This is an optimization exercise on Yosys and OpenROAD, whose aim is small area, not a production implementation.
Only simulation tests tie the RTL to the original design; equivalence was not proved.
Power and IR drop assume default switching activity. The clock port is modelled as an ideal driver; clocking choices that lean on that would not hold on a real chip.

Setup of north:
## vga_color_pipe
module vga_color_pipe #(
    parameter int unsigned IN_W     = 8,
    parameter int unsigned CH_W     = 4,
    parameter int unsigned BR_W     = 4,
    parameter int unsigned FADE_DIV = 2
) (
    input  logic                clk_25m,
    input  logic                rst_n,
    input  logic                valid,
    input  logic [IN_W-1:0]     screen_data,
    input  logic [1:0]          mode,
    input  logic                pal_we,
    input  logic [IN_W-1:0]     pal_addr,
    input  logic [3*CH_W-1:0]   pal_wdata,
    input  logic                frame_tick,
    input  logic                fade_start,
    input  logic                fade_dir,
    output logic [3*CH_W-1:0]   rgb,
    output logic                rgb_valid,
    output logic                fade_busy,
    output logic                fade_done
);
clock: 10.0 ns
lec_check: 0
cap_margin: 20
core_margin: 2
core_utilization: 65
cts_cluster_diameter: 100
cts_cluster_size: 28
slew_margin: 20
synth_hierarchical: 1
synth_minimum_keep_size: 0
run.sh (not shown) runs the stock make flow with config.mk's settings and CLKGATE_MAP_FILE= SYNTH_SCRIPT=/design/flow/synth_recipe.tcl, a recipe that flattens the netlist after the stock synthesis.
No stage failed in north, and the final checks on the layout all came back clean.
#### Input delta (south over north)
- CORE_UTILIZATION now 40, was 65
- CTS_CLUSTER_SIZE no longer set, was 28
- CTS_CLUSTER_DIAMETER no longer set, was 100
==> comparison <==
Largest driver fanout on the critical path: north and south compared, higher one is north. Taking north as the reference, in south final estimated routing congestion in global placement went down 1.9%; clock skew went up 0.042 ns; design area went up about 9%. The final layout from south, which completed every stage, passed the timing, design-rule and antenna checks at the end of the flow. Comparing north and south, combinational group share of total power is lower on south. Worst endpoint required time for south is higher than for north. In the metrics for north and south, the one carrying the higher clock period minus final worst setup slack is south.
[inputs] east vs south
- a change of CORE_UTILIZATION from 40 to 65
- an added CTS_CLUSTER_SIZE of 28
- a change of CAP_MARGIN from 20 to 10
- a change of SLEW_MARGIN from 20 to 10
- an added CTS_CLUSTER_DIAMETER of 100
==> flow/flow/run.sh (new file) <==
#!/bin/bash
# Own flow: the standard layout (standard.sh, unchanged synthesis) with
# different clock-tree and port-buffer options passed through ORFS's own
# environment hooks. Every tool's output goes to a log in this folder.
set -euo pipefail
export CTS_ARGS="-sink_clustering_enable -repair_clock_nets -dont_use_dummy_load -sink_clustering_size 28 -sink_clustering_max_diameter 100"
export BUFFER_PORTS_ARGS="-buffer_cell sky130_fd_sc_hd__buf_1"
bash standard.sh > standard_flow.log 2>&1
==> flow/standard.sh (new file) <==
#!/bin/bash
# synth_recipe.tcl (not shown) runs the flow's synth.tcl, then flattens the netlist and writes it again
# the make line also repeats each setting of config.mk as NAME=value (left out here)
make -C /OpenROAD-flow-scripts/flow DESIGN_CONFIG=/design/flow/config.mk WORK_HOME=/design/flow/orfs CLKGATE_MAP_FILE= SYNTH_SCRIPT=/design/flow/synth_recipe.tcl "${@:-finish}"
removed: flow/run.sh
Findings:
- Sort south and east by hold slack, ascending, and south comes first.
- Register fraction of the total cell area (higher): east
- Compared with south, east shows a area overhead of the layout relative to synthesis that is 9.9 points lower.
- [compare] base=south new=east: routed length on met1 went down 16%, final non-filler cell total went down about 13%.
- Routing usage on met1: east vs south up 19 points
Input changes introduced in west (baseline for comparison: east):
- a change of CAP_MARGIN from 10 to 20
- a change of CORE_UTILIZATION from 65 to 40
- a change of SLEW_MARGIN from 10 to 20
- a change of CTS_CLUSTER_SIZE from 28 to 20
==> flow/run.sh (new file) <==
#!/bin/bash
# synth_recipe.tcl (not shown) runs the flow's synth.tcl, then flattens the netlist and writes it again
# the make line also repeats each setting of config.mk as NAME=value (left out here)
make -C /OpenROAD-flow-scripts/flow DESIGN_CONFIG=/design/flow/config.mk WORK_HOME=/design/flow/orfs CLKGATE_MAP_FILE= SYNTH_SCRIPT=/design/flow/synth_recipe.tcl finish
removed: flow/flow/run.sh
removed: flow/standard.sh
Findings:
east ended up with screen_data[1] as its launching instance or port of the critical path; west ended up with screen_data[0].
Flop-to-flop setup slack for west is higher than for east.
Summary of west over east: detailed-route wire length went up; critical path depth went up by 1.


Setup of oak:
vga_color_pipe again, from the RTL that the note above started with.
Settings: LEC_CHECK=0, CAP_MARGIN=5, CORE_MARGIN=2, CORE_UTILIZATION=65, CTS_CLUSTER_DIAMETER=100, CTS_CLUSTER_SIZE=28, GPL_TIMING_DRIVEN=0, SLEW_MARGIN=5, SYNTH_HIERARCHICAL=1, SYNTH_MINIMUM_KEEP_SIZE=0; clock period 10.0 ns.
standard.sh (not shown) runs the stock make flow with config.mk's settings and CLKGATE_MAP_FILE= SYNTH_SCRIPT=/design/flow/synth_recipe.tcl, a recipe that flattens the netlist after the stock synthesis.
==> flow/flow/run.sh <==
#!/bin/bash
# Own flow: the standard layout (standard.sh, unchanged synthesis) with
# different clock-tree and port-buffer options passed through ORFS's own
# environment hooks. Every tool's output goes to a log in this folder.
set -euo pipefail
export CTS_ARGS="-sink_clustering_enable -repair_clock_nets -dont_use_dummy_load -sink_clustering_size 28 -sink_clustering_max_diameter 100"
export BUFFER_PORTS_ARGS="-buffer_cell sky130_fd_sc_hd__buf_1"
bash standard.sh > standard_flow.log 2>&1
[flow] oak | stages: complete | final checks: fail | reason: capacitance limit, slew limit
What pine does differently from oak at the input level:
Settings: CAP_MARGIN: 5 -> 20; CTS_BUF_LIST: unset -> sky130_fd_sc_hd__clkbuf_8; CTS_CLUSTER_DIAMETER: 100 -> unset; CORE_UTILIZATION: 65 -> 60; GPL_TIMING_DRIVEN: 0 -> unset; CTS_CLUSTER_SIZE: 28 -> 30; SLEW_MARGIN: 5 -> 20.
==> flow/run.sh (new file) <==
#!/bin/bash
# synth_recipe.tcl (not shown) runs the flow's synth.tcl, then flattens the netlist and writes it again
# the make line also repeats each setting of config.mk as NAME=value (left out here)
make -C /OpenROAD-flow-scripts/flow DESIGN_CONFIG=/design/flow/config.mk WORK_HOME=/design/flow/orfs CLKGATE_MAP_FILE= SYNTH_SCRIPT=/design/flow/synth_recipe.tcl finish
removed: flow/flow/run.sh
removed: flow/standard.sh
## What came out
- pine: multi-input gate share of total cell area 1.1 points below oak
- Diff oak -> pine: die outline width picked up an extra 16 microns, core utilization lost 3.0 points, count of plain and timing-repair buffers in the layout lost about 46%, clock group share of total power picked up an extra 14 points.
- Inserted tap cell count up 7.8% in pine wrt oak
- pine finished end to end and its layout was clean on timing, DRC and antenna.
- Looking at final area across both flows, pine is the weaker of the two, with oak ahead.
- Shortest clock period the worst path allows after layout, oak and pine: larger value in oak


Setup of before:
vga_color_pipe, a different RTL version from the one above (not shown whole).
Size: ~9400 cells after synthesis, about 3100 flip-flops, about 52 I/O pins, about 100000 µm² of cells after synthesis.
Settings: LEC_CHECK=0, CAP_MARGIN=10, CORE_MARGIN=2, CORE_UTILIZATION=65, CTS_CLUSTER_DIAMETER=100, CTS_CLUSTER_SIZE=28, SLEW_MARGIN=10, SYNTH_HIERARCHICAL=1, SYNTH_MINIMUM_KEEP_SIZE=0; clock period 10.0 ns.
==> flow/flow/run.sh <==
#!/bin/bash
# Own flow: the standard layout (standard.sh, unchanged synthesis) with
# different clock-tree and port-buffer options passed through ORFS's own
# environment hooks. Every tool's output goes to a log in this folder.
set -euo pipefail
export CTS_ARGS="-sink_clustering_enable -repair_clock_nets -dont_use_dummy_load -sink_clustering_size 28 -sink_clustering_max_diameter 100"
export BUFFER_PORTS_ARGS="-buffer_cell sky130_fd_sc_hd__buf_1"
bash standard.sh > standard_flow.log 2>&1
before -> stages 100% | layout checks FAIL | slew limit
#### Input delta (after over before)
- changing SLEW_MARGIN from 10 to 20
- changing CAP_MARGIN from 10 to 20
- after reached the end of the flow, and the finished layout is clean on the timing, design-rule and antenna checks.
- Sort after and before by data required time of the worst path asc -> top: before
- Summary of after over before: final area roughly the same; worst setup slack higher; number of buffers other than clock buffers in the final layout higher; logic depth of the worst setup path including buffers higher; total chip power roughly the same.
- [after] violation count after the first detailed-route iteration rose about 1.3% relative to before
- Via count normalized by instance count: after vs before, no meaningful difference
- In terms of count of clock-buffer cells in the layout, before and after differ only marginally.

## port drivers added, routing unchanged
How much do the figures lean on ideal ports? The routed layouts below were timed once more, with nothing changed but the port constraints. Step 1 (the two cells are an assumption about what drives the block):
set clk [get_ports {clk_25m}]
set_driving_cell -lib_cell sky130_fd_sc_hd__clkbuf_16 $clk
set_driving_cell -lib_cell sky130_fd_sc_hd__buf_2 [delete_from_list [all_inputs] $clk]
Step 2, shift: input delay + t, output delay - t, t = (earliest + latest rising clock arrival at the registers) / 2. This alone moves slack from input paths to output paths. Slacks: no drivers / after step 1 / after step 2; pairs: no drivers / after step 1.
run	t (ns)	setup slack, ns	worst setup path at the end	worst data-port slew with drivers (ns)
north	0.889	3.449 / 3.502 / 2.613	input to register	0.08
south	1.054	2.966 / 3.037 / 1.982	input to register	0.17
east	0.878	3.412 / 3.473 / 2.595	input to register	0.16
west	0.974	2.849 / 2.923 / 1.949	input to register	0.16
oak	0.884	2.467 / 2.520 / 1.636	input to register	0.12
pine	1.179	3.666 / 3.726 / 2.547	input to register	0.19
before	0.892	2.872 / 2.933 / 2.041	input to register	0.14
after	0.877	3.133 / 3.187 / 2.311	input to register	0.14
For pine, which loses most, drivers alone change the setup slack by +0.060 ns; drivers and shift together by -1.119 ns.
